What follows belongs to an exercise in optimizing a design on an open flow for small area; a production flow would make more cautious choices. Function was checked by simulation only, so behaviour that the tests miss may differ from the original. Power and IR drop assume default switching activity.

`run.sh`:
```
#!/bin/bash
# synth_recipe.tcl (not shown) runs the flow's synth.tcl, then flattens the netlist and writes it again
# the make line also repeats each setting of config.mk as NAME=value (left out here)
make -C /OpenROAD-flow-scripts/flow DESIGN_CONFIG=/design/flow/config.mk WORK_HOME=/design/flow/orfs CLKGATE_MAP_FILE= SYNTH_SCRIPT=/design/flow/synth_recipe.tcl finish
```
`config.mk`:
```
export PLATFORM = sky130hd
export DESIGN_NAME = reg_file
export DESIGN_NICKNAME = reg_file
export VERILOG_FILES = /design/flow/design.v
export SDC_FILE = /design/flow/constraint.sdc
export NUM_CORES = 4
export LEC_CHECK = 0
export CAP_MARGIN = 20
export CORE_MARGIN = 2
export CORE_UTILIZATION = 40
export SLEW_MARGIN = 20
```
`constraint.sdc`:
```
create_clock -name core_clock -period 7.0 [get_ports {clk}]
set_input_delay 1.4000 -clock core_clock [delete_from_list [all_inputs] [get_ports {clk}]]
set_output_delay 1.4000 -clock core_clock [all_outputs]
set_load 0.01 [all_outputs]
```
`design.v`:
```
package reg_file_pkg;
  localparam int RF_DATA_W = 32;
  localparam int RF_ADDR_W = 5;
  localparam int RF_NREGS  = 32;
  localparam logic [RF_ADDR_W-1:0] REG_ZERO = 5'd0;
endpackage
module reg_en_word
#(
  parameter int DATA_W = reg_file_pkg::RF_DATA_W
) (
  input  logic              clk_i,
  input  logic              rst_i,
  input  logic              en_i,
  input  logic [DATA_W-1:0] d_i,
  output logic [DATA_W-1:0] q_o
);
  logic [DATA_W-1:0] word_q;
  logic [DATA_W-1:0] word_d;
  always_comb begin
    word_d = word_q;
    if (en_i) begin
      word_d = d_i;
    end
  end
  always_ff @(posedge clk_i or posedge rst_i) begin
    if (rst_i) begin
      word_q <= '0;
    end else begin
      word_q <= word_d;
    end
  end
  assign q_o = word_q;
endmodule
module reg_file
#(
  parameter int DATA_W = reg_file_pkg::RF_DATA_W,
  parameter int ADDR_W = reg_file_pkg::RF_ADDR_W,
  parameter int NREGS  = reg_file_pkg::RF_NREGS
) (
  input  logic              clk,
  input  logic              reset,
  input  logic              wr_en,
  input  logic [ADDR_W-1:0] wr_addr,
  input  logic [DATA_W-1:0] wr_data,
  input  logic [ADDR_W-1:0] rs_addr,
  input  logic [ADDR_W-1:0] rt_addr,
  output logic [DATA_W-1:0] rs_data,
  output logic [DATA_W-1:0] rt_data
);
  logic [DATA_W-1:0] words [NREGS];
  logic [NREGS-1:1]  wr_sel;
  always_comb begin
    wr_sel = '0;
    for (int i = 1; i < NREGS; i++) begin
      wr_sel[i] = wr_en && (wr_addr == ADDR_W'(i));
    end
  end
  assign words[0] = '0;
  for (genvar g = 1; g < NREGS; g++) begin : g_row
    reg_en_word #(
      .DATA_W (DATA_W)
    ) u_row (
      .clk_i (clk),
      .rst_i (reset),
      .en_i  (wr_sel[g]),
      .d_i   (wr_data),
      .q_o   (words[g])
    );
  end
  assign rs_data = words[rs_addr];
  assign rt_data = words[rt_addr];
endmodule
```
==> impl_metrics.tcl, run 1 <==
set metrics [dict create \
    status "finished clean" \
    grt_overflow 0 \
    swShare_pct 29.2 \
    synthMostInstantiatedCell "dfrtp_1" \
    synth_top_flop_cell "dfrtp_1" \
    power_frac_clock_pct 37.4 \
    antenna_found_initial 25 \
    drtAntennaViolNets 0 \
    largest_reg_flops 992 \
    vias 43200 \
    syn2layout_area_growth_pct 15.2 \
    hold-path-endpoint "g_row[22].u_row.word_q[10]" \
    nets 4249 \
    holdCritStartpoint "g_row[22].u_row.word_q[10]" \
    peakVddDrop_mv 0.209 \
    synthTopCellsByCount "dfrtp_1, mux2_2, a22oi_1" \
    hold_viol_final 0 \
    die_x_um 359 \
    grt_pass1_wl_um 328000 \
    final_cell_area_um2 58100 \
    async_flop_share_pct 100 \
    root_buffer "clkbuf_16" \
    cts_resized 0 \
    start_util_pct 40.2 \
    nFillCells 11300 \
    grt_pass1_vias 41700 \
    firstDrtPassIters 6 \
    gp_congestion 0.983 \
    core_um2 125000 \
    wire_per_inst_um 39.6 \
    avgSynthCellArea_um2 12.0 \
    dieArea_um2 129000 \
    hold_depth 1 \
    dp_slack_ns 0.464 \
    place_area_um2 54200 \
    cp-end-kind "primary output" \
    fin_util_pct 46.3 \
    fp.dieH_um 359 \
    post-dp-hpwl_um 143000 \
    combPwrFrac_pct 14.4 \
    worstReg2RegStart "g_row[8].u_row.word_q[13]" \
    p_int_mw 11.6 \
    slew_viol_final 0 \
    layout_min_cycle_time_ns 6.80 \
    rsz0062_at_grt "false" \
    worstPathMaxFanout 18 \
    clockBufferDepth 3 \
    finalWirelength_um 236000 \
    regToRegSetupSlack_ns 6.10 \
    drv_cap 0 \
    route.detailed.drc 0 \
    synth_edf_count 0 \
    syn_area_um2 50400 \
    synth_top_area_share_pct 49.2 \
    htree_levels 3 \
    reg.largest.list "g_row.u_row.word_q: 992 flops" \
    drive_gt1_share_pct 35.0 \
    cts.sinks 992 \
    clock_skew_ns 0 \
    drt_iter0_markers 7721 \
    cts_buffers 107 \
    yosysTopAreaCell "dfrtp_1" \
    clk_pin_slew_worst_paths_ns 0.06 \
    crit_type "input pin to primary output" \
    setup_ws_ns 0.199 \
    cp.required_ns 5.60 \
    grt_max_degree 158 \
    pwr-share-seq_pct 48.2 \
    fin_crit_sh_pct 97.2 \
    leakagePower_nw 26.6 \
    gr-usage-all-layers_pct 35.7 \
    port_buffers 113 \
    max_slew_margin_pct 19.3 \
    cp_data_arrival_time_ns 5.40 \
    avgViaCountPerCell 7.25 \
    synth.distinct_cells 58 \
    cts_tree "yes" \
    rr_worst_depth 1 \
    yosys_warnings 4 \
    num_rows 130 \
    synth-seq-cells 992 \
    syn_nets 4269 \
    timing.rr.end "g_row[8].u_row.word_q[13]" \
    synthCells 4219 \
    setup_violations 0 \
    synth_area_leaders "dfrtp_1, mux2_2, a22oi_1, and3_1, clkbuf_1" \
    ys_seq_area_share_pct 49.2 \
    clk-insertion-delay-late_ns 0.77 \
    netSwitchingPower_mw 4.80 \
    num_io_pins 114 \
    cellPowerDensity_nw_per_um2 283 \
    cts_setup_buffers 0 \
    start_kind "input pin" \
    max_freq_ghz 0.147 \
    top_register "g_row.u_row.word_q" \
    tightest_slew_ns 1.21 \
    hold_path_class "register to register" \
    hold_buffers 0 \
]
critical path, stage by stage:
cell and delay, ns:
clkdlybuf4s50_1 0.72, or2_2 0.53, nor2_4 0.88, buf_4 0.64, a22oi_1 0.19, nand4_1 0.16
or3b_1 0.24, clkdlybuf4s50_1 0.58
logic make-up after synthesis:
kind of cell	share of synthesized area, %
muxes	22.6
DFF	49.2
and+or+nand+nor	10.9
AOI/OAI and AO/OA	13.5
buffers and inverters	3.76
power by group through the flow:
stage | registers, mW | clock network, mW | logic [mW]
CTS | 7.86 | 6.18 | 2.34
detailed placement | 7.95 | 0 | 2.33
global route | 8.03 | 6.40 | 2.50
global placement | 7.94 | 0 | 2.26
floorplan | 7.56 | 0 | 1.56
finish | 7.92 | 6.15 | 2.37
placed cells by master, fill, tap and decap left out, types with 39 or more instances in the layout:
cell type | Yosys | routed
a2111oi_0 | 100 | 100
buf_4 | 3 | 181
and3_1 | 418 | 417
nand4_1 | 82 | 82
a22oi_1 | 598 | 598
or4_1 | 62 | 62
clkbuf_16 | 0 | 107
clkdlybuf4s50_1 | 0 | 104
mux2_2 | 965 | 965
nor2_4 | 0 | 39
dfrtp_1 | 992 | 992
nand3_1 | 174 | 170
through the flow:
stage | power, mW | setup TNS, ns | hold slack, ns | std cells
6_report | 16.4 | 0 | 0.520 | 5954
5_1_grt | 16.9 | 0 | 0.533 | 5939
4_1_cts | 16.4 | 0 | 0.520 | 5933
3_5_place_dp | 10.3 | 0 | 0.506 | 5737
3_3_place_gp | 10.2 | 0 | 0.497 | 5735
2_1_floorplan | 9.12 | -8001.80 | 0.479 | 4219
cell type report:
cell class              instances  area, um2  share of cell area (%)
diodes                         18       45.0                  0.0775
clock buffers                 146       3000                    5.17
clock inverters                50        764                    1.32
inverters                       3       15.0                  0.0258
multi-input cells            2765      24200                    41.7
flip-flops and latches        992      24800                    42.7
well taps                    1650       2060                    3.55
repair buffers                330       3180                    5.47
routing by layer:
layer	GRT usage (%)	share of wire [%]	up-vias
met5	0	0.049	-
met4	23.5	7.7	16
met3	12.7	14	1053
met2	49.7	41	3866
met1	46.5	37	21900
li1	-	-	16300
how the worst max path moves through the flow:
stage          startpoint                         to  slack (ns)
2_1_floorplan       reset  g_row[10].u_row.word_q[0]       -8.07
3_3_place_gp   rs_addr[3]                rs_data[18]        0.48
3_5_place_dp   rt_addr[0]                 rt_data[1]        0.46
4_1_cts        rt_addr[0]                 rt_data[1]        0.45
5_1_grt        rt_addr[0]                rt_data[17]        0.30
6_report       rt_addr[3]                rt_data[30]        0.20
==> inputs of run 2 (changes only) <==
==> design.v (replaced) <==
package reg_file_pkg;
  localparam int RF_DATA_W = 32;
  localparam int RF_ADDR_W = 5;
  localparam int RF_NREGS  = 32;
  localparam logic [RF_ADDR_W-1:0] REG_ZERO = 5'd0;
endpackage
module rf_aoi222 (
  input  logic s0_i,
  input  logic d0_i,
  input  logic s1_i,
  input  logic d1_i,
  input  logic s2_i,
  input  logic d2_i,
  output logic y_no
);
  assign y_no = ~((s0_i & d0_i) | (s1_i & d1_i) | (s2_i & d2_i));
endmodule
module reg_file
#(
  parameter int DATA_W = reg_file_pkg::RF_DATA_W,
  parameter int ADDR_W = reg_file_pkg::RF_ADDR_W,
  parameter int NREGS  = reg_file_pkg::RF_NREGS
) (
  input  logic              clk,
  input  logic              reset,
  input  logic              wr_en,
  input  logic [ADDR_W-1:0] wr_addr,
  input  logic [DATA_W-1:0] wr_data,
  input  logic [ADDR_W-1:0] rs_addr,
  input  logic [ADDR_W-1:0] rt_addr,
  output logic [DATA_W-1:0] rs_data,
  output logic [DATA_W-1:0] rt_data
);
  localparam int NGRP = (NREGS - 1) / 3;
  logic [DATA_W-1:0] words [NREGS];
  logic [NREGS-1:1]  wr_sel;
  logic [NREGS-1:1]  valid_q;
  logic [NREGS-1:1]  rs_sel;
  logic [NREGS-1:1]  rt_sel;
  always_comb begin
    wr_sel = '0;
    for (int i = 1; i < NREGS; i++) begin
      wr_sel[i] = wr_en && (wr_addr == ADDR_W'(i));
    end
  end
  always_ff @(posedge clk or posedge reset) begin
    if (reset) begin
      valid_q <= '0;
    end else begin
      valid_q <= valid_q | wr_sel;
    end
  end
  assign words[0] = '0;
  for (genvar g = 1; g < NREGS; g++) begin : g_row
    logic [DATA_W-1:0] word_q;
    always_ff @(posedge clk) begin
      if (wr_sel[g]) begin
        word_q <= wr_data;
      end
    end
    assign words[g] = word_q;
  end
  always_comb begin
    for (int i = 1; i < NREGS; i++) begin
      rs_sel[i] = valid_q[i] && (rs_addr == ADDR_W'(i));
      rt_sel[i] = valid_q[i] && (rt_addr == ADDR_W'(i));
    end
  end
  for (genvar b = 0; b < DATA_W; b++) begin : g_bit
    logic [NGRP-1:0] rs_grp_n;
    logic [NGRP-1:0] rt_grp_n;
    logic            rs_rest;
    logic            rt_rest;
    for (genvar k = 0; k < NGRP; k++) begin : g_grp
      rf_aoi222 u_rs (
        .s0_i (rs_sel[3*k+1]), .d0_i (words[3*k+1][b]),
        .s1_i (rs_sel[3*k+2]), .d1_i (words[3*k+2][b]),
        .s2_i (rs_sel[3*k+3]), .d2_i (words[3*k+3][b]),
        .y_no (rs_grp_n[k])
      );
      rf_aoi222 u_rt (
        .s0_i (rt_sel[3*k+1]), .d0_i (words[3*k+1][b]),
        .s1_i (rt_sel[3*k+2]), .d1_i (words[3*k+2][b]),
        .s2_i (rt_sel[3*k+3]), .d2_i (words[3*k+3][b]),
        .y_no (rt_grp_n[k])
      );
    end
    always_comb begin
      rs_rest = 1'b0;
      rt_rest = 1'b0;
      for (int i = 3 * NGRP + 1; i < NREGS; i++) begin
        rs_rest = rs_rest | (rs_sel[i] & words[i][b]);
        rt_rest = rt_rest | (rt_sel[i] & words[i][b]);
      end
    end
    assign rs_data[b] = rs_rest | ~&rs_grp_n;
    assign rt_data[b] = rt_rest | ~&rt_grp_n;
  end
endmodule
--- a/config.mk
+++ b/config.mk
@@ -9,3 +9,4 @@
 export CORE_MARGIN = 2
 export CORE_UTILIZATION = 40
 export SLEW_MARGIN = 20
+export SYNTH_HIERARCHICAL = 1
==> run 2 against run 1 <==
Power fell by 19%. Combinational power fell by 64%. Largest power group unchanged. Register-to-register slack improved by 0.05 ns. Utilization rose by 1.3 points. Area after synthesis fell by 21%. Hold slack got worse by 0.035 ns. Still clean on timing, DRC and antenna. Highest routed layer unchanged. Flip-flop and latch count rose by 31. Final cell count fell by 37%. Clock power fell by 8.8%. Sequential power fell by 13%. Worst setup slack improved by 0.37 ns.
==> impl_metrics.tcl, run 2 <==
set metrics [dict create \
    status "finished clean" \
    avgViaCountPerCell 7.61 \
    syn_nets 2154 \
    firstDrtPassIters 12 \
    grt_overflow 0 \
    ys_seq_area_share_pct 76.6 \
    nFillCells 8117 \
    cts.sinks 1023 \
    clk-insertion-delay-late_ns 0.66 \
    port_buffers 113 \
    final_cell_area_um2 47100 \
    post-dp-hpwl_um 88500 \
    finalWirelength_um 149000 \
    grt_max_degree 34 \
    async_flop_share_pct 3.03 \
    cts_resized 0 \
    hold_buffers 0 \
    leakagePower_nw 15.0 \
    hold_viol_final 0 \
    clock_skew_ns 0 \
    synth_area_leaders "edfxtp_1, a222oi_1, nand4_1, dfrtp_1, a2111o_1" \
    layout_common_cells "edfxtp_1, a222oi_1, nand4_1" \
    antenna_found_initial 7 \
    synth_edf_count 992 \
    drv_cap 0 \
    synthTopCellsByCount "edfxtp_1, a222oi_1, nand4_1" \
    hold-path-endpoint "valid_q[7]" \
    clk_pin_slew_worst_paths_ns 0.06 \
    max_freq_ghz 0.155 \
    max_slew_margin_pct 17.5 \
    vias 28700 \
    core_um2 98700 \
    hold_depth 1 \
    hold_path_class "register to register" \
    drive_gt1_share_pct 15.3 \
    die_x_um 320 \
    regToRegSetupSlack_ns 6.15 \
    setup_violations 0 \
    wirelength_met1_um 51300 \
    fin_cells 3771 \
    cts_tree "yes" \
    syn_area_um2 39900 \
    syn2layout_area_growth_pct 17.9 \
    drtAntennaViolNets 0 \
    timing.rr.end "valid_q[31]" \
    num_rows 115 \
    worstReg2RegStart "valid_q[31]" \
    synthMostInstantiatedCell "edfxtp_1" \
    routed.top_layer "met5" \
    synth.distinct_cells 27 \
    clockBufferDepth 3 \
    dieArea_um2 102000 \
    synth_top_area_share_pct 74.6 \
    cts_buffers 100 \
    gp_congestion 0.939 \
    cp.required_ns 5.60 \
    cts_setup_buffers 0 \
    start_util_pct 40.4 \
    rsz0062_at_grt "false" \
    layout_min_cycle_time_ns 6.43 \
    largest_reg_flops 992 \
    num_io_pins 114 \
    fin_util_pct 47.7 \
    grt_pass1_vias 28300 \
    drt_iter0_markers 7417 \
    layout_commonest_cell "edfxtp_1" \
    rr_worst_depth 1 \
    reg.largest.list "g_row.word_q: 992 flops, valid_q: 31 flops" \
    route.met3.wl_um 21300 \
    fin_crit_sh_pct 91.9 \
    slew_viol_final 0 \
    worstPathMaxFanout 32 \
    avgSynthCellArea_um2 19.0 \
    route.detailed.drc 0 \
    gr-usage-all-layers_pct 28.3 \
    fp.dieH_um 320 \
    route.met2.wl_um 68800 \
    cellPowerDensity_nw_per_um2 284 \
    tightest_slew_ns 1.24 \
    root_buffer "clkbuf_16" \
    fin_tns_setup_ns 0 \
    synth-seq-cells 1023 \
    yosys_warnings 9 \
    dp_slack_ns 0.717 \
    start_kind "input pin" \
    htree_levels 3 \
    wire_per_inst_um 39.4 \
    top_register "g_row.word_q" \
    peakVddDrop_mv 0.189 \
    cp-end-kind "primary output" \
    setup_ws_ns 0.568 \
    synthCells 2104 \
    dp.cells 3583 \
    holdCritStartpoint "valid_q[7]" \
    synth_top_flop_cell "edfxtp_1" \
    grt_pass1_wl_um 208000 \
    nets 2448 \
    cp_data_arrival_time_ns 5.03 \
    place_area_um2 43700 \
    crit_type "input pin to primary output" \
    yosysTopAreaCell "edfxtp_1" \
]
run 2: cell count changes after synthesis, sizes merged, moves of 131 or more:
cell / change
nand3: -173
dfrtp: -961
a2111oi: -131
mux2: -1001
edfxtp: +992
a22oi: -598
and3: -362
a222oi: +619
clkbuf: -344
run 2: worst max-delay path, stage by stage:
cell	delay, ns
clkdlybuf4s50_1	0.53
nor2b_1	0.40
nor2b_1	0.31
and3_2	1.00
a222oi_1	0.26
nand4_1	0.28
a2111o_1	0.25
clkdlybuf4s50_1	0.58
run 2: kinds of logic (layout without fill, tap and decap cells):
group / Yosys count / after routing / synth area share (%)
flip-flops: 1023 / 1023 / 76.6
AO/OA/AOI/OAI: 719 / 719 / 18.1
AND/OR/NAND/NOR: 347 / 347 / 4.92
buffers and inverters: 15 / 393 / 0.348
other: 0 / 2 / 0
run 2: metal layers:
metal | track usage, % | vias up
li1 | - | 11200
met1 | 35.3 | 14500
met2 | 45.3 | 2606
met3 | 8.61 | 464
met4 | 12.9 | 10
met5 | 0 | -
run 2: area by class of cell:
cell class              count  area (um2)  share of cell area (%)
diodes                      2        5.00                  0.0106
clock buffers             116        2620                    5.56
repair buffers            206        1930                    4.11
inverters                   1        3.75                 0.00798
well taps                1287        1610                    3.42
multi-input cells        1066        9510                    20.2
clock inverters            70         813                    1.73
flip-flops and latches   1023       30600                    64.9
run 2: worst max-delay path by stage:
stage                from           to  slack (ns)  depth (start not counted)
2_1_floorplan  rs_addr[1]  rs_data[24]        2.51                          6
3_3_place_gp   rt_addr[4]  rt_data[28]        0.56                          8
3_5_place_dp   rs_addr[3]   rs_data[1]        0.72                          8
4_1_cts        rs_addr[3]   rs_data[1]        0.71                          8
5_1_grt        rs_addr[1]   rs_data[5]        0.56                          7
6_report       rs_addr[3]  rs_data[15]        0.57                          8
run 2: metrics by stage:
stage | hold slack [ns] | power (mW)
global placement | 0.471 | 7.84
CTS | 0.486 | 13.4
floorplan | 0.439 | 7.32
global route | 0.511 | 13.7
detailed placement | 0.470 | 7.86
finish | 0.484 | 13.4
run 2: modules after synthesis, one instance, submodules excluded:
module	copies in the design	cells inside
rf_aoi222	640	1
reg_file	1	1464
run 2: where the power goes:
part           total, mW  leakage, nW  internal, mW  switching, mW
sequential          6.90         9.29          6.83         0.0673
clock               5.61         1.67          3.28           2.33
combinational      0.851         4.07         0.311          0.540
==> inputs of run 3 (changes only) <==
--- a/design.v
+++ b/design.v
@@ -4,6 +4,15 @@
   localparam int RF_NREGS  = 32;
   localparam logic [RF_ADDR_W-1:0] REG_ZERO = 5'd0;
 endpackage
+module rf_hold (
+  input  logic en_i,
+  input  logic en_ni,
+  input  logic x_i,
+  input  logic q_i,
+  output logic d_o
+);
+  assign d_o = ~((en_ni | x_i) & (en_i | q_i));
+endmodule
 module rf_aoi222 (
   input  logic s0_i,
   input  logic d0_i,
@@ -35,8 +44,15 @@
   logic [DATA_W-1:0] words [NREGS];
   logic [NREGS-1:1]  wr_sel;
   logic [NREGS-1:1]  valid_q;
+  logic [NREGS-1:0]  valid_ext;
   logic [NREGS-1:1]  rs_sel;
   logic [NREGS-1:1]  rt_sel;
+  logic              phase_q;
+  logic [DATA_W-1:0] wr_enc;
+  logic [DATA_W-1:0] rs_raw;
+  logic [DATA_W-1:0] rt_raw;
+  logic              rs_flip;
+  logic              rt_flip;
   always_comb begin
     wr_sel = '0;
     for (int i = 1; i < NREGS; i++) begin
@@ -50,13 +66,31 @@
       valid_q <= valid_q | wr_sel;
     end
   end
+  always_ff @(posedge clk or posedge reset) begin
+    if (reset) begin
+      phase_q <= 1'b0;
+    end else begin
+      phase_q <= ~phase_q;
+    end
+  end
+  assign wr_enc = ~(wr_data ^ {DATA_W{phase_q}});
   assign words[0] = '0;
   for (genvar g = 1; g < NREGS; g++) begin : g_row
     logic [DATA_W-1:0] word_q;
+    logic [DATA_W-1:0] word_d;
+    logic              wr_sel_n;
+    assign wr_sel_n = ~wr_sel[g];
+    for (genvar b = 0; b < DATA_W; b++) begin : g_bit
+      rf_hold u_hold (
+        .en_i  (wr_sel[g]),
+        .en_ni (wr_sel_n),
+        .x_i   (wr_enc[b]),
+        .q_i   (word_q[b]),
+        .d_o   (word_d[b])
+      );
+    end
     always_ff @(posedge clk) begin
-      if (wr_sel[g]) begin
-        word_q <= wr_data;
-      end
+      word_q <= word_d;
     end
     assign words[g] = word_q;
   end
@@ -93,7 +127,12 @@
         rt_rest = rt_rest | (rt_sel[i] & words[i][b]);
       end
     end
-    assign rs_data[b] = rs_rest | ~&rs_grp_n;
-    assign rt_data[b] = rt_rest | ~&rt_grp_n;
+    assign rs_raw[b] = rs_rest | ~&rs_grp_n;
+    assign rt_raw[b] = rt_rest | ~&rt_grp_n;
   end
+  assign valid_ext = {valid_q, 1'b0};
+  assign rs_flip   = valid_ext[rs_addr] & ~phase_q;
+  assign rt_flip   = valid_ext[rt_addr] & ~phase_q;
+  assign rs_data = rs_raw ^ {DATA_W{rs_flip}};
+  assign rt_data = rt_raw ^ {DATA_W{rt_flip}};
 endmodule
--- a/config.mk
+++ b/config.mk
@@ -7,6 +7,9 @@
 export LEC_CHECK = 0
 export CAP_MARGIN = 20
 export CORE_MARGIN = 2
-export CORE_UTILIZATION = 40
+export CORE_UTILIZATION = 65
+export CTS_BUF_LIST = sky130_fd_sc_hd__clkbuf_16
+export CTS_CLUSTER_DIAMETER = 80
+export CTS_CLUSTER_SIZE = 24
 export SLEW_MARGIN = 20
 export SYNTH_HIERARCHICAL = 1
==> run 3 against run 2 <==
The layout now fails its checks (setup timing). Die area fell by 42%. Global-route usage is 27 points higher. Register-to-register slack worse by 1.5 ns. Power rose by 3.0%. Combinational power up 150%.
==> impl_metrics.tcl, run 3 <==
set metrics [dict create \
    drv_cap 0 \
    grt_max_degree 35 \
    place_area_um2 41600 \
    cts_buffers 49 \
    reg.largest.list "g_row.word_q: 992 flops, valid_q: 31 flops, phase_q: 1 flops" \
    leakagePower_nw 15.8 \
    holdCritStartpoint "g_row[23].word_q[20]" \
    cts.sinks 1024 \
    wire_per_inst_um 39.2 \
    clk-insertion-delay-late_ns 0.67 \
    cellPowerDensity_nw_per_um2 320 \
    gr-usage-all-layers_pct 55.6 \
    start_kind "input pin" \
    synth_area_leaders "dfxtp_1, a222oi_1, o22ai_1, dfrtp_1, nand4_1" \
    rr_worst_depth 4 \
    num_rows 88 \
    clock_skew_ns 0.0336 \
    dp.cells 4365 \
    status "failed layout checks" \
    cts_setup_buffers 0 \
    async_flop_share_pct 3.13 \
    grt_pass1_vias 40000 \
    rsz0062_at_grt "false" \
    hold_viol_final 0 \
    port_buffers 113 \
    drtAntennaViolNets 0 \
    htree_levels 2 \
    vias 41200 \
    num_io_pins 114 \
    worstPathMaxFanout 32 \
    setup_violations 3 \
    setup_ws_ns -0.0269 \
    synth_top_family_by_area "compound AO/OA/AOI/OAI gates" \
    firstDrtPassIters 17 \
    synth_fa_ha_area_share_pct 0 \
    peakVddDrop_mv 0.302 \
    drive_gt1_share_pct 9.07 \
    avgViaCountPerCell 9.32 \
    root_buffer "clkbuf_16" \
    final_cell_area_um2 43000 \
    clockBufferDepth 3 \
    max_stage_delay_ns 0.74 \
    layout_common_cells "o22ai_1, dfxtp_1, a222oi_1" \
    fin_crit_sh_pct 100 \
    yosys_warnings 9 \
    fin_util_pct 74.9 \
    avgSynthCellArea_um2 11.4 \
    core_um2 57500 \
    regToRegSetupSlack_ns 4.66 \
    muxShareOfSynthArea_pct 0.892 \
    yosysTopAreaCell "dfxtp_1" \
    top_register "g_row.word_q" \
    synthCells 3309 \
    hold-path-endpoint "g_row[23].word_q[20]" \
    synth_edf_count 0 \
    post-dp-hpwl_um 98500 \
    grt_overflow 0 \
    layout_min_cycle_time_ns 7.03 \
    timing.rr.end "g_row[12].word_q[13]" \
    synth_xor_area_share_pct 2.24 \
    fp.dieH_um 245 \
    crit_slowest_cell "nand4_1" \
    grt_pass1_wl_um 253000 \
    route.detailed.drc 0 \
    cp.required_ns 5.60 \
    hold_depth 1 \
    synthTopCellsByCount "dfxtp_1, o22ai_1, a222oi_1" \
    max_freq_ghz 0.142 \
    nets 3702 \
    drt_iter0_markers 12500 \
    tightest_slew_ns 1.24 \
    fin_cells 4428 \
    synth-seq-cells 1024 \
    cts_tree "yes" \
    hold_path_class "register to register" \
    worstReg2RegStart "phase_q" \
    cp-end-kind "primary output" \
    syn2layout_area_growth_pct 14.4 \
    syn_nets 3359 \
    cp_cell_sequence "clkdlybuf4s50_1 > nor2b_1 > nor2b_1 > and3_1 > buf_4 > a222oi_1 > nand4_1 > a2111oi_2 > xor2_1 > clkdlybuf4s50_1" \
    synth_top_area_share_pct 52.8 \
    clk_pin_slew_worst_paths_ns 0.09 \
    dieArea_um2 59800 \
    antenna_found_initial 3 \
    start_util_pct 65.4 \
    ys_seq_area_share_pct 54.9 \
    max_slew_margin_pct 17.1 \
    synthSimpleGateAreaFrac_pct 5.73 \
    largest_reg_flops 992 \
    so.violations "setup timing" \
    slew_viol_final 0 \
    gp_congestion 1.05 \
    finalWirelength_um 174000 \
    synth.distinct_cells 49 \
    die_x_um 245 \
    cp_data_arrival_time_ns 5.63 \
    dp_slack_ns 0.0511 \
    crit_type "input pin to primary output" \
    synth_compound_area_share_pct 35.3 \
    synth_top_flop_cell "dfxtp_1" \
    syn_area_um2 37600 \
]
## run 3: changes by cell type in the layout (fill, tap and decap cells not counted), sizes merged, moves of 65 or more
cell | previous run | this run
clkbuf | 116 | 51
dfxtp | 0 | 992
edfxtp | 992 | 0
buf | 116 | 213
o22ai | 0 | 992
## run 3: worst max-delay path: cells and delay by family
family | cells | cell delay (ns)
AO/OA/AOI/OAI | 2 | 1.01
XOR/XNOR | 1 | 0.25
buffers and inverters | 3 | 1.49
AND/OR/NAND/NOR | 4 | 1.46
## run 3: per-layer routing
layer	part of all wire (%)	track usage [%]
met4	11	43.0
met2	38	75.3
met3	20	26.9
met1	31	67.3
met5	0.024	0.490
## run 3: per-module statistics from Yosys, one instance, submodules excluded
| module | cells | flops+latches | cell area (um2) |
|---|---|---|---|
| reg_file | 1677 | 1024 | 25000 |
| rf_hold | 1 | 0 | 6.26 |
| rf_aoi222 | 1 | 0 | 10.0 |
## run 3: worst max-delay path by stage
stage	startpoint	to	cells past startpoint
final	rs_addr[0]	rs_data[8]	10
after global routing	rt_addr[2]	rt_data[13]	10
after CTS	rs_addr[3]	rs_data[6]	10
after detailed placement	rs_addr[3]	rs_data[6]	10
after global placement	rs_addr[3]	rs_data[6]	10
after floorplan	rt_addr[0]	rt_data[30]	8
## run 3: what timing repair did
item	CTS	global route
setup endpoints to repair	0	9
gates resized for setup	0	14
hold buffers	0	0
## run 3: cell type report
class	count	area (um2)
clock inverters	8	60.1
repair buffers	326	3030
clock buffers	51	1280
multi-input cells	2217	16900
inverters	34	128
diodes	3	7.51
fillers	3936	14400
flip-flops and latches	1024	20700
well taps	765	957
## run 3: kinds of logic (layout without fill, tap and decap cells)
group                  count (synthesis)  in the layout
AO/OA/AOI/OAI                       1708           1708
XOR/XNOR                              96             96
buffers and inverters                 68            419
flip-flops                          1024           1024
multiplexers                          23             23
other                                  0              3
AND/OR/NAND/NOR                      390            390
## run 3: stage by stage
step | power [mW] | setup TNS [ns] | hold WS [ns]
global route | 14.1 | 0 | 0.491
global placement | 10.2 | 0 | 0.448
detailed placement | 10.4 | 0 | 0.459
floorplan | 9.36 | 0 | 0.438
finish | 13.8 | -0.0528 | 0.478
CTS | 13.5 | 0 | 0.477
## run 3: where the power goes
group	switching, mW	internal [mW]
logic	1.08	1.02
clock network	1.90	1.32
registers	1.20	7.25
==> inputs of run 4 (changes only) <==
==> flow/run.sh (new file) <==
#!/bin/bash
# The standard ORFS layout, with one change: the buffers that the flow puts
# on every input and output port are the smallest buffer cell (buf_1) instead
# of the cell buffer_ports picks by default (clkdlybuf4s50_1). Every port still
# gets its own buffer. The make output goes to standard_flow.log here; ORFS
# keeps each step's log under orfs/logs/.
set -euo pipefail
bash standard.sh "BUFFER_PORTS_ARGS=-buffer_cell sky130_fd_sc_hd__buf_1" finish > standard_flow.log 2>&1
==> standard.sh (new file) <==
#!/bin/bash
# synth_recipe.tcl (not shown) runs the flow's synth.tcl, then flattens the netlist and writes it again
# the make line also repeats each setting of config.mk as NAME=value (left out here)
make -C /OpenROAD-flow-scripts/flow DESIGN_CONFIG=/design/flow/config.mk WORK_HOME=/design/flow/orfs CLKGATE_MAP_FILE= SYNTH_SCRIPT=/design/flow/synth_recipe.tcl "${@:-finish}"
--- a/config.mk
+++ b/config.mk
@@ -7,7 +7,7 @@
 export LEC_CHECK = 0
 export CAP_MARGIN = 20
 export CORE_MARGIN = 2
-export CORE_UTILIZATION = 65
+export CORE_UTILIZATION = 45
 export CTS_BUF_LIST = sky130_fd_sc_hd__clkbuf_16
 export CTS_CLUSTER_DIAMETER = 80
 export CTS_CLUSTER_SIZE = 24
removed: run.sh
==> run 4 against run 3 <==
Now clean on timing, DRC and antenna. Wire length increased by 4.3%. Clock-buffer cell count rose by 2. Critical path depth decreased by 1. First-iteration DRC count is 23% lower. Cell area about the same. Hold slack got worse by 0.0057 ns. Die area increased by 44%. Clock skew decreased by 0.017 ns. Sequential power shrank 0.5%. Largest cell class unchanged. Largest power group unchanged.
==> impl_metrics.tcl, run 4 <==
set metrics [dict create \
    grt_overflow 0 \
    vias 39900 \
    antenna_found_initial 2 \
    hold_buffers 0 \
    synth_top_flop_cell "dfxtp_1" \
    grt_max_degree 35 \
    async_flop_share_pct 3.13 \
    core_um2 83200 \
    die_x_um 293 \
    crit_type "input pin to primary output" \
    combPwrFrac_pct 14.1 \
    layout_common_cells "o22ai_1, dfxtp_1, a222oi_1" \
    num_io_pins 114 \
    grt_pass1_wl_um 260000 \
    synthCells 3309 \
    clk_pin_slew_worst_paths_ns 0.10 \
    gr-usage-all-layers_pct 40.3 \
    timing.rr.end "g_row[25].word_q[30]" \
    synth_edf_count 0 \
    ys_seq_area_share_pct 54.9 \
    rsz0062_at_grt "false" \
    slew_viol_final 0 \
    yosysTopAreaCell "dfxtp_1" \
    route.detailed.drc 0 \
    diodes 0 \
    yosys_warnings 9 \
    synth-seq-cells 1024 \
    wirelength_met1_um 65600 \
    max_slew_margin_pct 15.4 \
    synth_top_area_share_pct 52.8 \
    clock_skew_ns 0.0167 \
    worstPathMaxFanout 14 \
    start_util_pct 45.2 \
    cts_tree "yes" \
    synthTopCellsByCount "dfxtp_1, o22ai_1, a222oi_1" \
    setup_violations 0 \
    status "finished clean" \
    root_buffer "clkbuf_16" \
    firstDrtPassIters 15 \
    cp-end-kind "primary output" \
    cp.required_ns 5.60 \
    max_freq_ghz 0.146 \
    leakagePower_nw 15.8 \
    cts_buffers 52 \
    port_buffers 113 \
    p_int_mw 9.67 \
    peakVddDrop_mv 0.232 \
    route.met3.wl_um 29600 \
    route.met2.wl_um 72600 \
    fin_cells 4778 \
    synth_area_leaders "dfxtp_1, a222oi_1, o22ai_1, dfrtp_1, nand4_1" \
    hold-path-endpoint "g_row[31].word_q[5]" \
    top_register "g_row.word_q" \
    clockBufferDepth 3 \
    start_kind "input pin" \
    gp_congestion 1.06 \
    avgSynthCellArea_um2 11.4 \
    syn_area_um2 37600 \
    drtAntennaViolNets 0 \
    fin_tns_setup_ns 0 \
    wire_per_inst_um 37.9 \
    cp-startpoint "rt_addr[4]" \
    cp_data_arrival_time_ns 5.47 \
    post-dp-hpwl_um 112000 \
    hold_path_class "register to register" \
    finalWirelength_um 181000 \
    routed.top_layer "met5" \
    dieArea_um2 85900 \
    layout_min_cycle_time_ns 6.87 \
    reg.largest.list "g_row.word_q: 992 flops, valid_q: 31 flops, phase_q: 1 flops" \
    cellPowerDensity_nw_per_um2 323 \
    drv_cap 0 \
    drt_iter0_markers 9583 \
    hold_viol_final 0 \
    regToRegSetupSlack_ns 4.55 \
    avgViaCountPerCell 8.36 \
    pwr-share-seq_pct 60.5 \
    worstReg2RegStart "phase_q" \
    nets 3729 \
    hold_depth 1 \
    cts_setup_buffers 0 \
    largest_reg_flops 992 \
    grt_pass1_vias 38200 \
    syn_nets 3359 \
    dp.cells 4703 \
    swShare_pct 30.4 \
    rr_worst_depth 4 \
    tightest_slew_ns 1.27 \
    fp.dieH_um 293 \
    cts.sinks 1024 \
    htree_levels 2 \
    holdCritStartpoint "g_row[31].word_q[5]" \
    cts_resized 0 \
    whs_ns 0.473 \
    clk-insertion-delay-late_ns 0.67 \
    power_frac_clock_pct 25.5 \
    syn2layout_area_growth_pct 14.4 \
    netSwitchingPower_mw 4.22 \
    num_rows 106 \
    drive_gt1_share_pct 10.2 \
    fin_crit_sh_pct 98.1 \
    synth.distinct_cells 49 \
]
==> run 4: cell types whose count changed in the layout (fill, tap and decap cells not counted), moves of 4 or more <==
cell	before	now
bufinv_16	0	4
nand2_2	0	9
buf_4	190	221
buf_12	22	14
clkdlybuf4s50_1	113	0
a2111oi_0	57	61
nand2_1	107	98
buf_1	0	113
==> run 4: critical path, stage by stage <==
cell       delay [ns]
buf_1            0.33
nor3b_1          1.05
and3_1           1.14
buf_4            0.47
a222oi_1         0.11
nand4_1          0.19
a2111oi_0        0.11
xor2_1           0.41
buf_1            0.22
==> run 4: area by class of cell <==
type / instances / area, um2
clock buffer: 53 / 1330
tap: 1080 / 1350
multi-input combinational: 2217 / 16900
timing repair buffer: 350 / 2410
inverter: 34 / 128
fill: 7282 / 40100
clock inverter: 20 / 235
sequential: 1024 / 20700
==> run 4: layer usage <==
layer,vias to the layer above,GRT usage (%)
li1,16000,-
met1,19300,53.4
met2,3923,56.3
met3,750,13.2
met4,2,25.4
met5,-,0.170
==> run 4: cells by family after synthesis <==
| logic type | Yosys count | share of synthesized area [%] |
|---|---|---|
| simple gates | 390 | 5.73 |
| xor+xnor | 96 | 2.24 |
| flops | 1024 | 54.9 |
| mux | 23 | 0.892 |
| buf+inv | 68 | 0.852 |
| compound gates | 1708 | 35.3 |
==> run 4: per-module statistics from Yosys (local to each module, per instance) <==
module	times used	cells	area, um2
reg_file	1	1677	25000
rf_aoi222	640	1	10.0
rf_hold	992	1	6.26
==> run 4: how the worst max path moves through the flow <==
stage	to	slack, ns	cells after the start
after floorplan	rt_data[30]	0.44	8
after global placement	rt_data[22]	0.02	9
after detailed placement	rs_data[25]	0.35	11
after CTS	rs_data[25]	0.33	11
after global routing	rs_data[25]	0.17	12
final	rt_data[29]	0.13	9
==> run 4: power groups by stage <==
stage	Clock, mW	Sequential, mW	Combinational (mW)
floorplan	0	8.14	1.23
global route	3.75	8.54	2.07
detailed placement	0	8.45	1.88
global placement	0	8.37	1.79
finish	3.54	8.40	1.95
CTS	3.55	8.33	1.88
==> run 4: metrics by stage <==
step                cell area [um2]  power (mW)  utilization (%)  setup slack (ns)
floorplan                     37600        9.36                -             0.438
global placement              41400        10.2             49.8            0.0203
detailed placement            41400        10.3             49.8             0.352
CTS                           43000        13.8             51.7             0.332
global route                  43000        14.4             51.7             0.167
finish                        43000        13.9             51.7             0.134
==> inputs of run 5 (changes only) <==
--- a/config.mk
+++ b/config.mk
@@ -9,7 +9,7 @@
 export CORE_MARGIN = 2
 export CORE_UTILIZATION = 45
 export CTS_BUF_LIST = sky130_fd_sc_hd__clkbuf_16
-export CTS_CLUSTER_DIAMETER = 80
-export CTS_CLUSTER_SIZE = 24
+export CTS_CLUSTER_DIAMETER = 90
+export CTS_CLUSTER_SIZE = 28
 export SLEW_MARGIN = 20
 export SYNTH_HIERARCHICAL = 1
==> run 5 against run 4 <==
Critical path type unchanged. Critical endpoint is now rs_data[25]. Clock-buffer cell count down 8. Utilization down 0.36 points. Highest routed layer is now met4. Die area unchanged. Final cell count down 0.21%. Clock skew down 0.00085 ns. Flip-flop and latch count unchanged.
==> impl_metrics.tcl, run 5 <==
set metrics [dict create \
    status "finished clean" \
    cts_tree "yes" \
    clk-insertion-delay-late_ns 0.64 \
    rsz0062_at_grt "false" \
    whs_ns 0.477 \
    reg.largest.list "g_row.word_q: 992 flops, valid_q: 31 flops, phase_q: 1 flops" \
    start_kind "input pin" \
    gr-usage-all-layers_pct 40.2 \
    yosys_warnings 9 \
    combPwrFrac_pct 14.5 \
    dp_slack_ns 0.352 \
    timing.rr.end "g_row[25].word_q[30]" \
    start_util_pct 45.2 \
    cts_resized 0 \
    dieArea_um2 85900 \
    fin_util_pct 51.4 \
    root_buffer "clkbuf_16" \
    pwr-share-seq_pct 62.2 \
    avgSynthCellArea_um2 11.4 \
    tightest_slew_ns 1.20 \
    layout_min_cycle_time_ns 6.79 \
    leakagePower_nw 15.6 \
    finalWirelength_um 181000 \
    hold_depth 1 \
    num_rows 106 \
    syn_area_um2 37600 \
    synth.distinct_cells 49 \
    ys_seq_area_share_pct 54.9 \
    cp-end-kind "primary output" \
    post-dp-hpwl_um 112000 \
    drtAntennaViolNets 0 \
    holdCritStartpoint "g_row[31].word_q[5]" \
    core_um2 83200 \
    netSwitchingPower_mw 4.15 \
    route.detailed.drc 0 \
    hold_buffers 0 \
    crit_type "input pin to primary output" \
    htree_levels 2 \
    clockBufferDepth 3 \
    p_int_mw 9.36 \
    setup_ws_ns 0.210 \
    synth_top_area_share_pct 52.8 \
    grt_max_degree 35 \
    firstDrtPassIters 12 \
    worstReg2RegStart "phase_q" \
    fin_crit_sh_pct 97.0 \
    synth_edf_count 0 \
    wire_per_inst_um 38.0 \
    cp.required_ns 5.60 \
    synth_area_leaders "dfxtp_1, a222oi_1, o22ai_1, dfrtp_1, nand4_1" \
    async_flop_share_pct 3.13 \
    clock_skew_ns 0.0158 \
    swShare_pct 30.7 \
    power_frac_clock_pct 23.3 \
    largest_reg_flops 992 \
    clk_pin_slew_worst_paths_ns 0.11 \
    cellPowerDensity_nw_per_um2 316 \
    cts_buffers 44 \
    rr_worst_depth 4 \
    cts.sinks 1024 \
    yosysTopAreaCell "dfxtp_1" \
    avgViaCountPerCell 8.35 \
    syn2layout_area_growth_pct 13.6 \
    layout_common_cells "o22ai_1, dfxtp_1, a222oi_1" \
    antenna_found_initial 0 \
    synth-seq-cells 1024 \
    cp_data_arrival_time_ns 5.39 \
    vias 39800 \
    grt_pass1_wl_um 260000 \
    gp_congestion 1.06 \
    top_register "g_row.word_q" \
    slew_viol_final 0 \
    synthTopCellsByCount "dfxtp_1, o22ai_1, a222oi_1" \
    synth_top_flop_cell "dfxtp_1" \
    port_buffers 113 \
    drt_iter0_markers 9467 \
    syn_nets 3359 \
    drv_cap 0 \
    drive_gt1_share_pct 9.82 \
    nets 3721 \
    hold_viol_final 0 \
    max_freq_ghz 0.147 \
    worstPathMaxFanout 15 \
    num_io_pins 114 \
    die_x_um 293 \
    synthCells 3309 \
    setup_violations 0 \
    hold-path-endpoint "g_row[31].word_q[5]" \
    fin_tns_setup_ns 0 \
    hold_path_class "register to register" \
    max_slew_margin_pct 18.0 \
    cts_setup_buffers 0 \
    peakVddDrop_mv 0.200 \
    total_power_mw 13.5 \
    grt_overflow 0 \
    fp.dieH_um 293 \
    regToRegSetupSlack_ns 4.51 \
    grt_pass1_vias 38100 \
]
## run 5: stage by stage
stage | instances | instance area (um2)
5_1_grt | 4766 | 42700
3_3_place_gp | 4703 | 41400
4_1_cts | 4764 | 42700
2_1_floorplan | 3309 | 37600
3_5_place_dp | 4703 | 41400
6_report | 4768 | 42700
## run 5: modules after synthesis (local to each module, per instance)
module / area, um2 / times used
rf_aoi222: 10.0 / 640
reg_file: 25000 / 1
rf_hold: 6.26 / 992
## run 5: how the worst max path moves through the flow
stage / start / to / slack (ns) / depth (start not counted)
CTS: rs_addr[2] / rs_data[25] / 0.33 / 11
floorplan: rt_addr[0] / rt_data[30] / 0.44 / 8
global placement: rt_addr[1] / rt_data[22] / 0.02 / 9
detailed placement: rs_addr[2] / rs_data[25] / 0.35 / 11
finish: rs_addr[2] / rs_data[25] / 0.21 / 9
global route: rt_addr[1] / rt_data[14] / 0.20 / 10
## run 5: final cells by class
cell class | count | area (um2)
inverters | 34 | 128
multi-input cells | 2217 | 16900
well taps | 1080 | 1350
diodes | 2 | 5.00
fillers | 7320 | 40400
repair buffers | 350 | 2410
clock buffers | 45 | 1130
clock inverters | 16 | 130
flip-flops and latches | 1024 | 20700
## run 5: power by group through the flow
stage	logic, mW	clock network [mW]	registers [mW]
after detailed placement	1.88	0	8.45
after floorplan	1.23	0	8.14
after global placement	1.79	0	8.37
after global routing	2.07	3.34	8.54
after CTS	1.88	3.15	8.33
final	1.96	3.14	8.40
## run 5: critical path, cell delays in order
cell and delay, ns:
buf_1 0.44, nor2b_1 0.32, and3_1 0.57, buf_4 0.38, a222oi_1 0.41, nand4_1 0.28
a2111oi_0 0.96, xor2_1 0.39, buf_1 0.20
## run 5: metal layers
| metal | global-route usage, % | wire length (um) |
|---|---|---|
| met1 | 53.7 | 66100 |
| met2 | 56.5 | 73000 |
| met3 | 12.2 | 28800 |
| met4 | 25.2 | 13300 |
| met5 | 0.0567 | 0 |
## run 5: logic make-up after synthesis
group	synth area share (%)
AO/OA/AOI/OAI	35.3
XOR/XNOR	2.24
buffers and inverters	0.852
flip-flops	54.9
multiplexers	0.892
AND/OR/NAND/NOR	5.73
==> inputs of run 6 (changes only) <==
--- a/design.v
+++ b/design.v
@@ -44,7 +44,6 @@
   logic [DATA_W-1:0] words [NREGS];
   logic [NREGS-1:1]  wr_sel;
   logic [NREGS-1:1]  valid_q;
-  logic [NREGS-1:0]  valid_ext;
   logic [NREGS-1:1]  rs_sel;
   logic [NREGS-1:1]  rt_sel;
   logic              phase_q;
@@ -130,9 +129,8 @@
     assign rs_raw[b] = rs_rest | ~&rs_grp_n;
     assign rt_raw[b] = rt_rest | ~&rt_grp_n;
   end
-  assign valid_ext = {valid_q, 1'b0};
-  assign rs_flip   = valid_ext[rs_addr] & ~phase_q;
-  assign rt_flip   = valid_ext[rt_addr] & ~phase_q;
+  assign rs_flip = (|rs_sel) & ~phase_q;
+  assign rt_flip = (|rt_sel) & ~phase_q;
   assign rs_data = rs_raw ^ {DATA_W{rs_flip}};
   assign rt_data = rt_raw ^ {DATA_W{rt_flip}};
 endmodule
==> run 6 against run 5 <==
Still clean. Die area fell by 0.80%. Maximum frequency is 3.3% higher. Wire length decreased by 0.25%. Critical path depth up 1. Worst setup slack better by 0.22 ns. Combinational power fell by 3%. Utilization down 0.26 points. Clock-buffer cell count unchanged. Clock power about the same. Sequential power about the same. Non-clock buffer count shrank 42. Area after synthesis decreased by 0.81%.
==> impl_metrics.tcl, run 6 <==
set metrics [dict create \
    port_buffers 113 \
    tightest_slew_ns 1.24 \
    dp.cells 4626 \
    grt_max_degree 35 \
    largest_reg_flops 992 \
    total_power_mw 13.5 \
    avgViaCountPerCell 8.41 \
    slew_viol_final 0 \
    gr-usage-all-layers_pct 40.2 \
    synth_top_flop_cell "dfxtp_1" \
    max_stage_delay_ns 0.97 \
    hold_depth 1 \
    crit_family "compound AO/OA/AOI/OAI gates" \
    synth_top_area_share_pct 53.2 \
    hold_buffers 0 \
    cts_buffers 44 \
    layout_min_cycle_time_ns 6.57 \
    worstSetupPathDepth 10 \
    route.detailed.drc 0 \
    cts_resized 0 \
    cp.required_ns 5.60 \
    cp-end-kind "primary output" \
    layout_common_cells "o22ai_1, dfxtp_1, a222oi_1" \
    drtAntennaViolNets 0 \
    start_kind "input pin" \
    cp_cell_sequence "buf_1 > and3b_1 > and3_1 > buf_4 > a222oi_1 > nand4_1 > a2111oi_1 > buf_4 > xor2_1 > buf_1" \
    gp_congestion 0.952 \
    clk-insertion-delay-late_ns 0.65 \
    grt_pass1_vias 37900 \
    route.met3.wl_um 28100 \
    yosys_warnings 9 \
    cellPowerDensity_nw_per_um2 321 \
    max_freq_ghz 0.152 \
    clockBufferDepth 3 \
    nets 3652 \
    async_flop_share_pct 3.13 \
    leakagePower_nw 15.3 \
    synth.distinct_cells 44 \
    grt_overflow 0 \
    cp_data_arrival_time_ns 5.17 \
    worstPathMaxFanout 21 \
    status "finished clean" \
    clk_pin_slew_worst_paths_ns 0.11 \
    htree_levels 2 \
    peakVddDrop_mv 0.174 \
    syn_nets 3327 \
    start_util_pct 45.4 \
    routed.top_layer "met5" \
    firstDrtPassIters 14 \
    synthCells 3277 \
    hold_viol_final 0 \
    synth_area_leaders "dfxtp_1, a222oi_1, o22ai_1, dfrtp_1, nand4_1" \
    synth-seq-cells 1024 \
    finalWirelength_um 181000 \
    rr_worst_depth 4 \
    fp.dieH_um 292 \
    wirelength_met1_um 64400 \
    cts_tree "yes" \
    top_register "g_row.word_q" \
    ys_seq_area_share_pct 55.4 \
    reg.largest.list "g_row.word_q: 992 flops, valid_q: 31 flops, phase_q: 1 flops" \
    die_x_um 292 \
    rsz0062_at_grt "false" \
    vias 39500 \
    antenna_found_initial 11 \
    yosysTopAreaCell "dfxtp_1" \
    crit_type "input pin to primary output" \
    cts_setup_buffers 0 \
    wire_per_inst_um 38.5 \
    root_buffer "clkbuf_16" \
    fin_tns_setup_ns 0 \
    avgSynthCellArea_um2 11.4 \
    drt_iter0_markers 9742 \
    post-dp-hpwl_um 109000 \
    core_um2 82100 \
    setup_violations 0 \
    syn_area_um2 37300 \
    dieArea_um2 85200 \
    route.met2.wl_um 74300 \
    num_rows 105 \
    max_slew_margin_pct 17.6 \
    hold_path_class "register to register" \
    syn2layout_area_growth_pct 12.6 \
    path_buf_inv 4 \
    fin_crit_sh_pct 93.9 \
    grt_pass1_wl_um 257000 \
    fin_cells 4699 \
    synthTopCellsByCount "dfxtp_1, o22ai_1, a222oi_1" \
    crit_slowest_cell "a2111oi_1" \
    synth_edf_count 0 \
    num_io_pins 114 \
    clock_skew_ns 0.0156 \
    cts.sinks 1024 \
    drv_cap 0 \
    drive_gt1_share_pct 9.48 \
]
-- run 6: cell types whose count changed after synthesis, moves of 4 or more --
cell | previous run | this run
a22oi_1 | 0 | 4
mux4_2 | 8 | 1
and4_1 | 5 | 1
nand2_1 | 107 | 102
clkbuf_1 | 22 | 15
nor3b_1 | 3 | 8
and3_2 | 0 | 4
nor2b_1 | 12 | 7
mux2i_1 | 11 | 0
-- run 6: kinds of logic (layout without fill, tap and decap cells) --
family,count (synthesis),in the layout,synth area share [%]
compound gates,1709,1709,35.6
mux,5,5,0.181
xor+xnor,96,96,2.25
other cells,0,11,0
buf+inv,62,403,0.805
simple gates,381,381,5.75
flops,1024,1024,55.4
-- run 6: path summary, 6_finish.rpt --
check	startpoint	to	slack, ns
max	rt_addr[2]	rt_data[15]	0.43
min	g_row[24].word_q[17]	g_row[24].word_q[17]	0.48
max reg2reg	phase_q	g_row[13].word_q[15]	4.69
min reg2reg	g_row[24].word_q[17]	g_row[24].word_q[17]	0.48
max in group asynchronous	reset	phase_q	5.81
min in group asynchronous	reset	valid_q[5]	0.82
-- run 6: metal layers --
metal / track usage, % / vias up
li1: - / 15800
met1: 52.0 / 19100
met2: 57.8 / 3875
met3: 12.1 / 800
met4: 26.8 / 2
met5: 0 / -
-- run 6: power breakdown --
part	internal [mW]	switching, mW
clock	1.23	1.93
sequential	7.24	1.15
combinational	0.863	1.04
total	9.34	4.12
-- run 6: Yosys stat by module (local to each module, per instance) --
| module | flip-flops and latches | copies in the design | cell area (um2) | cells |
|---|---|---|---|---|
| rf_aoi222 | 0 | 640 | 10.0 | 1 |
| rf_hold | 0 | 992 | 6.26 | 1 |
| reg_file | 1024 | 1 | 24700 | 1645 |
-- run 6: stage by stage --
step                      hold WS, ns  setup WS (ns)  utilization, %  area, um2
after floorplan                 0.438           1.09               -      37300
after global placement          0.448          0.362            49.5      40700
after detailed placement        0.458          0.590            49.5      40700
after CTS                       0.478          0.585            51.1      41900
after global routing            0.492          0.449            51.1      42000
final                           0.483          0.425            51.1      42000
-- run 6: final cells by class --
| class | count | area [um2] |
|---|---|---|
| Antenna cell | 11 | 27.5 |
| Clock buffer | 45 | 1130 |
| Clock inverter | 17 | 134 |
| Fill cell | 7357 | 40100 |
| Inverter | 33 | 124 |
| Multi-Input combinational cell | 2191 | 16700 |
| Sequential cell | 1024 | 20700 |
| Tap cell | 1070 | 1340 |
| Timing Repair Buffer | 308 | 1900 |
==> inputs of run 7 (changes only) <==
==> flow/run.sh (replaced) <==
#!/bin/bash
# The standard ORFS layout, with two changes:
#  - the buffers that the flow puts on every input and output port are the
#    smallest buffer cell (buf_1) instead of the cell buffer_ports picks by
#    default (clkdlybuf4s50_1); every port still gets its own buffer;
#  - before global placement, flow/upsize.tcl gives the drivers of high-fanout
#    nets a stronger drive strength, so that placement inserts fewer buffers.
# The make output goes to standard_flow.log here; ORFS keeps each step's log
# under orfs/logs/.
set -euo pipefail
here=$(pwd)
bash standard.sh "BUFFER_PORTS_ARGS=-buffer_cell sky130_fd_sc_hd__buf_1" \
  "PRE_GLOBAL_PLACE_TCL=$here/flow/upsize.tcl" finish > standard_flow.log 2>&1
==> flow/upsize.tcl (new file) <==
# Sourced before global placement (PRE_GLOBAL_PLACE_TCL). Gives the driver of
# every signal net with 12 or more loads a stronger drive strength of the same
# cell (drive 2, else drive 4), so that the placement-time repair needs fewer
# buffers on those nets. Only the drive strength changes; flip-flops and clock
# nets are left alone.
set block [ord::get_db_block]
set n_up 0
foreach net [$block getNets] {
  set st [$net getSigType]
  if {$st eq "POWER" || $st eq "GROUND" || $st eq "CLOCK"} continue
  set drv ""
  set nload 0
  foreach it [$net getITerms] {
    if {[$it isOutputSignal]} { set drv $it } elseif {[$it isInputSignal]} { incr nload }
  }
  if {$drv eq "" || $nload < 12} continue
  set inst [$drv getInst]
  set m [[$inst getMaster] getName]
  if {[string match "*df*" $m]} continue
  if {![regexp {^(sky130_fd_sc_hd__[a-z0-9]+)_(\d+)$} $m -> base sz]} continue
  foreach t {2 4} {
    if {$t <= $sz} continue
    set nm [[ord::get_db] findMaster ${base}_$t]
    if {$nm ne "NULL"} { $inst swapMaster $nm; incr n_up; break }
  }
}
puts "upsize.tcl: upsized $n_up high-fanout drivers"
==> run 7 against run 6 <==
Via count grew 0.96%. Sequential share of layout area rose by 0.38 points. Flip-flop and latch count stayed put. Critical path type unchanged. Largest power group unchanged. Highest routed layer unchanged.
==> impl_metrics.tcl, run 7 <==
set metrics [dict create \
    fin_tns_setup_ns 0 \
    leakagePower_nw 14.8 \
    yosysTopAreaCell "dfxtp_1" \
    drt_iter0_markers 10600 \
    status "finished clean" \
    dieArea_um2 85200 \
    p_int_mw 9.36 \
    cts_buffers 44 \
    grt_pass1_wl_um 261000 \
    clockBufferDepth 3 \
    hold_buffers 0 \
    drtAntennaViolNets 0 \
    grt_pass1_vias 38100 \
    max_slew_margin_pct 15.4 \
    num_io_pins 114 \
    post-dp-hpwl_um 105000 \
    syn2layout_area_growth_pct 11.7 \
    hold_path_class "register to register" \
    crit_type "input pin to primary output" \
    fin_cells 4618 \
    cp-end-kind "primary output" \
    layout_common_cells "o22ai_1, dfxtp_1, a222oi_1" \
    avgSynthCellArea_um2 11.4 \
    tightest_slew_ns 1.27 \
    avgViaCountPerCell 8.64 \
    finalWirelength_um 185000 \
    cp.required_ns 5.60 \
    setup_violations 0 \
    dp.cells 4544 \
    grt_overflow 0 \
    largest_reg_flops 992 \
    antenna_found_initial 11 \
    gp_congestion 1.00 \
    firstDrtPassIters 22 \
    reg.largest.list "g_row.word_q: 992 flops, valid_q: 31 flops, phase_q: 1 flops" \
    synth_edf_count 0 \
    synthTopCellsByCount "dfxtp_1, o22ai_1, a222oi_1" \
    hold_viol_final 0 \
    clk-insertion-delay-late_ns 0.66 \
    vias 39900 \
    power_frac_clock_pct 23.8 \
    slew_viol_final 0 \
    combPwrFrac_pct 14.0 \
    clock_skew_ns 0.0245 \
    num_rows 105 \
    cts_resized 0 \
    max_freq_ghz 0.155 \
    peakVddDrop_mv 0.203 \
    root_buffer "clkbuf_16" \
    fin_crit_sh_pct 92.1 \
    ys_seq_area_share_pct 55.4 \
    swShare_pct 30.8 \
    cts_setup_buffers 0 \
    clk_pin_slew_worst_paths_ns 0.10 \
    cp_data_arrival_time_ns 5.05 \
    port_buffers 113 \
    pwr-share-seq_pct 62.3 \
    final_cell_area_um2 41700 \
    nFillCells 7236 \
    fp.dieH_um 292 \
    netSwitchingPower_mw 4.16 \
    cts.sinks 1024 \
    nets 3572 \
    synth_top_area_share_pct 53.2 \
    cts_tree "yes" \
    yosys_warnings 9 \
    wire_per_inst_um 40.0 \
    route.detailed.drc 0 \
    syn_nets 3327 \
    drive_gt1_share_pct 9.69 \
    grt_max_degree 35 \
    async_flop_share_pct 3.13 \
    start_kind "input pin" \
    die_x_um 292 \
    top_register "g_row.word_q" \
    synth.distinct_cells 44 \
    gr-usage-all-layers_pct 40.9 \
    start_util_pct 45.4 \
    rsz0062_at_grt "false" \
    syn_area_um2 37300 \
    synth_top_flop_cell "dfxtp_1" \
    synth-seq-cells 1024 \
    cellPowerDensity_nw_per_um2 325 \
    place_area_um2 40300 \
    worstPathMaxFanout 33 \
    core_um2 82100 \
    layout_min_cycle_time_ns 6.45 \
    fin_util_pct 50.7 \
    synth_area_leaders "dfxtp_1, a222oi_1, o22ai_1, dfrtp_1, nand4_1" \
    htree_levels 2 \
    synthCells 3277 \
    drv_cap 0 \
]
==> run 7: cell counts after synthesis <==
Identical to the previous run, type by type.
==> run 7: final timing paths <==
| kind | to | startpoint | slack [ns] | cells past startpoint |
|---|---|---|---|---|
| min in group asynchronous | valid_q[12] | reset | 0.84 | 2 |
| max | rt_data[27] | rt_addr[2] | 0.55 | 9 |
| max in group asynchronous | phase_q | reset | 5.62 | 2 |
| max reg2reg | g_row[16].word_q[15] | phase_q | 4.32 | 3 |
| min reg2reg | g_row[31].word_q[29] | g_row[31].word_q[29] | 0.48 | 1 |
| min | g_row[31].word_q[29] | g_row[31].word_q[29] | 0.48 | 1 |
==> run 7: through the flow <==
stage	power, mW	hold WS [ns]	setup WS [ns]
after global placement	10.1	0.447	0.819
final	13.5	0.482	0.551
after floorplan	9.32	0.438	1.09
after detailed placement	10.3	0.459	0.776
after global routing	13.9	0.493	0.504
after CTS	13.3	0.480	0.763
==> run 7: worst max-delay path, stage by stage <==
cell,delay [ns]
buf_1,0.27
and3b_1,0.26
and3_2,0.54
a222oi_1,0.56
nand4_1,0.42
a2111oi_0,1.00
buf_4,0.25
xor2_1,0.16
buf_1,0.18
==> run 7: cell families after synthesis <==
logic type	count (synthesis)	synth area share, %
xor+xnor	96	2.25
flops	1024	55.4
simple gates	381	5.75
buf+inv	62	0.805
compound gates	1709	35.6
mux	5	0.181
==> run 7: modules after synthesis, one instance, submodules excluded <==
module | copies in the design | cells inside | area, um2 | flip-flops and latches
reg_file | 1 | 1645 | 24700 | 1024
rf_aoi222 | 640 | 1 | 10.0 | 0
rf_hold | 992 | 1 | 6.26 | 0
==> run 7: routing by layer <==
metal	track usage (%)	up-vias	routed length, um
li1	-	15600	-
met1	52.1	19100	64500
met2	58.7	4251	75300
met3	13.5	947	30500
met4	27.5	2	14600
met5	0	-	13
==> run 7: cell type report <==
class	instances	area, um2	area share (%)
clock buffers	46	1150	2.76
inverters	33	124	0.297
multi-input cells	2191	16800	40.4
clock inverters	16	148	0.354
repair buffers	228	1370	3.28
diodes	10	25.0	0.0601
well taps	1070	1340	3.21
flip-flops and latches	1024	20700	49.6
==> run 7: power groups by stage <==
stage	sequential (mW)	combinational, mW	clock (mW)
final	8.42	1.89	3.21
after global routing	8.54	1.98	3.41
after CTS	8.33	1.81	3.20
after detailed placement	8.44	1.81	0
after global placement	8.36	1.72	0
after floorplan	8.13	1.19	0
==> inputs of run 8 (changes only) <==
--- a/config.mk
+++ b/config.mk
@@ -7,7 +7,7 @@
 export LEC_CHECK = 0
 export CAP_MARGIN = 20
 export CORE_MARGIN = 2
-export CORE_UTILIZATION = 45
+export CORE_UTILIZATION = 52
 export CTS_BUF_LIST = sky130_fd_sc_hd__clkbuf_16
 export CTS_CLUSTER_DIAMETER = 90
 export CTS_CLUSTER_SIZE = 28
==> run 8 against run 7 <==
Utilization increased by 7.3 points. First-iteration DRC count decreased by 7.0%. Flip-flop and latch count unchanged. Combinational power about the same. Clock-buffer cell count decreased by 1. Clock power decreased by 3%. Power decreased by 0.92%. Critical path depth decreased by 1. Hold slack got worse by 0.0039 ns. Critical path type unchanged. Critical endpoint is now rs_data[14]. Largest cell class unchanged. Highest routed layer is now met4.
==> impl_metrics.tcl, run 8 <==
set metrics [dict create \
    cts_setup_buffers 0 \
    gp_congestion 0.997 \
    status "finished clean" \
    wire_per_inst_um 39.5 \
    nFillCells 6037 \
    syn_nets 3327 \
    syn_area_um2 37300 \
    cp.required_ns 5.60 \
    slew_viol_final 0 \
    drv_cap 0 \
    tightest_slew_ns 1.30 \
    multiInputGateArea_um2 16800 \
    grt_max_degree 36 \
    synth_top_flop_cell "dfxtp_1" \
    clk-insertion-delay-late_ns 0.63 \
    crit_slowest_cell "a2111oi_1" \
    cellPowerDensity_nw_per_um2 324 \
    cts_buffers 43 \
    core_um2 71200 \
    cts_resized 0 \
    syn2layout_area_growth_pct 10.8 \
    root_buffer "clkbuf_16" \
    num_rows 98 \
    finalWirelength_um 177000 \
    peakVddDrop_mv 0.273 \
    synth_fa_ha_area_share_pct 0 \
    synth.distinct_cells 44 \
    start_kind "input pin" \
    clk_pin_slew_worst_paths_ns 0.11 \
    grt_pass1_wl_um 253000 \
    htree_levels 2 \
    synth_top_family_by_area "compound AO/OA/AOI/OAI gates" \
    route.detailed.drc 0 \
    die_x_um 272 \
    muxShareOfSynthArea_pct 0.181 \
    layout_common_cells "o22ai_1, dfxtp_1, a222oi_1" \
    avgSynthCellArea_um2 11.4 \
    synth_edf_count 0 \
    vias 39300 \
    start_util_pct 52.4 \
    cp_cell_sequence "buf_1 > nor2_1 > and3_2 > a222oi_1 > nand4_1 > a2111oi_1 > xor2_1 > buf_1" \
    cts.sinks 1024 \
    yosys_warnings 9 \
    drtAntennaViolNets 0 \
    synth-seq-cells 1024 \
    crit_type "input pin to primary output" \
    nets 3573 \
    ys_seq_area_share_pct 55.4 \
    leakagePower_nw 14.8 \
    max_stage_delay_ns 1.15 \
    yosysTopAreaCell "dfxtp_1" \
    dieArea_um2 73900 \
    fin_tns_setup_ns 0 \
    setup_violations 0 \
    post-dp-hpwl_um 101000 \
    cp-end-kind "primary output" \
    hold_buffers 0 \
    fp.dieH_um 272 \
    cp_data_arrival_time_ns 5.22 \
    port_buffers 113 \
    largest_reg_flops 992 \
    reg.largest.list "g_row.word_q: 992 flops, valid_q: 31 flops, phase_q: 1 flops" \
    cp_common_cell "buf_1" \
    max_freq_ghz 0.151 \
    drt_iter0_markers 9843 \
    whs_ns 0.478 \
    drive_gt1_share_pct 9.82 \
    layout_min_cycle_time_ns 6.62 \
    antenna_found_initial 5 \
    synth_area_leaders "dfxtp_1, a222oi_1, o22ai_1, dfrtp_1, nand4_1" \
    clockBufferDepth 3 \
    num_io_pins 114 \
    grt_pass1_vias 37400 \
    gr-usage-all-layers_pct 45.6 \
    synth_xor_area_share_pct 2.25 \
    synth_compound_area_share_pct 35.6 \
    async_flop_share_pct 3.13 \
    clock_skew_ns 0.0183 \
    synthCells 3277 \
    fin_crit_sh_pct 94.5 \
    synth_top_area_share_pct 53.2 \
    synthTopCellsByCount "dfxtp_1, o22ai_1, a222oi_1" \
    cts_tree "yes" \
    top_register "g_row.word_q" \
    firstDrtPassIters 14 \
    rsz0062_at_grt "false" \
    grt_overflow 0 \
    hold_path_class "register to register" \
    worstPathMaxFanout 33 \
    synthSimpleGateAreaFrac_pct 5.75 \
    avgViaCountPerCell 8.75 \
    final-seq-area_um2 20700 \
    max_slew_margin_pct 12.8 \
    hold_viol_final 0 \
]
## run 8: worst paths after layout
| kind | startpoint | depth (start not counted) | end | slack [ns] |
|---|---|---|---|---|
| worst max-delay path | rs_addr[1] | 8 | rs_data[14] | 0.38 |
| worst min-delay path | g_row[31].word_q[0] | 1 | g_row[31].word_q[0] | 0.48 |
| worst max register to register | phase_q | 3 | g_row[7].word_q[21] | 4.77 |
| worst min register to register | g_row[31].word_q[0] | 1 | g_row[31].word_q[0] | 0.48 |
| max in group asynchronous | reset | 2 | phase_q | 5.55 |
| min in group asynchronous | reset | 2 | valid_q[24] | 0.89 |
## run 8: layout make-up
type,instances,share of cell area (%)
antenna,4,0.0242
clock inverter,11,0.215
clock buffer,45,2.73
timing repair buffer,230,3.18
sequential,1024,50.0
tap,950,2.88
multi-input combinational,2191,40.7
inverter,33,0.300
## run 8: where the power goes
| part | internal [mW] | leakage (nW) | total [mW] | switching [mW] |
|---|---|---|---|---|
| clock | 1.21 | 0.607 | 3.11 | 1.90 |
| sequential | 7.25 | 8.88 | 8.38 | 1.13 |
| combinational | 0.859 | 5.29 | 1.91 | 1.05 |
| total | 9.32 | 14.8 | 13.4 | 4.08 |
## run 8: worst max-delay path: cells and delay by family
| kind | cells | cell delay [ns] |
|---|---|---|
| AOI/OAI and AO/OA | 2 | 1.67 |
| buffers and inverters | 2 | 0.54 |
| and+or+nand+nor | 3 | 1.34 |
| xor gates and xnor gates | 1 | 0.20 |
## run 8: cell families after synthesis
group | after synthesis
simple gates | 381
buf+inv | 62
flops | 1024
mux | 5
xor+xnor | 96
compound gates | 1709
## run 8: through the flow
| step | total power, mW | setup slack, ns | instances | util [%] | instance area, um2 |
|---|---|---|---|---|---|
| global placement | 10.1 | 0.900 | 4428 | 56.2 | 40100 |
| finish | 13.4 | 0.384 | 4488 | 58.0 | 41300 |
| floorplan | 9.32 | 1.09 | 3277 | - | 37300 |
| CTS | 13.2 | 0.765 | 4484 | 57.9 | 41300 |
| detailed placement | 10.2 | 0.785 | 4428 | 56.2 | 40100 |
| global route | 13.8 | 0.506 | 4487 | 58.0 | 41300 |
## run 8: layer usage
layer	global-route usage, %	share of wire (%)	vias to the layer above
li1	-	-	15600
met1	58.4	35	18800
met2	66.0	41	4032
met3	14.7	16	855
met4	29.9	7.7	0
met5	0	0	-
## run 8: Yosys stat by module, one instance, submodules excluded
| module | cell area, um2 | cells | copies in the design |
|---|---|---|---|
| rf_hold | 6.26 | 1 | 992 |
| reg_file | 24700 | 1645 | 1 |
| rf_aoi222 | 10.0 | 1 | 640 |

## afterwards: timing with drivers on the ports
How much do the figures lean on ideal ports? The routed layouts below were timed once more, with nothing changed but the port constraints.
Step 1: set_driving_cell puts a clkbuf_16 on clk and a buf_2 on each other input, an assumption about the parent block.
Step 2, shift: input delay + t, output delay - t, t = (earliest + latest rising clock arrival at the registers) / 2. This alone moves slack from input paths to output paths.
Three values: ideal ports, drivers, drivers and shift; two values: the first two.
| run | shift t [ns] | setup slack, ns |
|---|---|---|
| run 1 | 0.821 | 0.199 / 0.091 / 0.091 |
| run 2 | 0.729 | 0.568 / 0.546 / 0.546 |
| run 3 | 0.718 | -0.027 / -0.062 / -0.062 |
| run 4 | 0.728 | 0.134 / 0.104 / 0.104 |
| run 5 | 0.707 | 0.210 / 0.183 / 0.183 |
| run 6 | 0.706 | 0.425 / 0.313 / 0.313 |
| run 7 | 0.729 | 0.551 / 0.451 / 0.451 |
| run 8 | 0.702 | 0.384 / 0.352 / 0.352 |
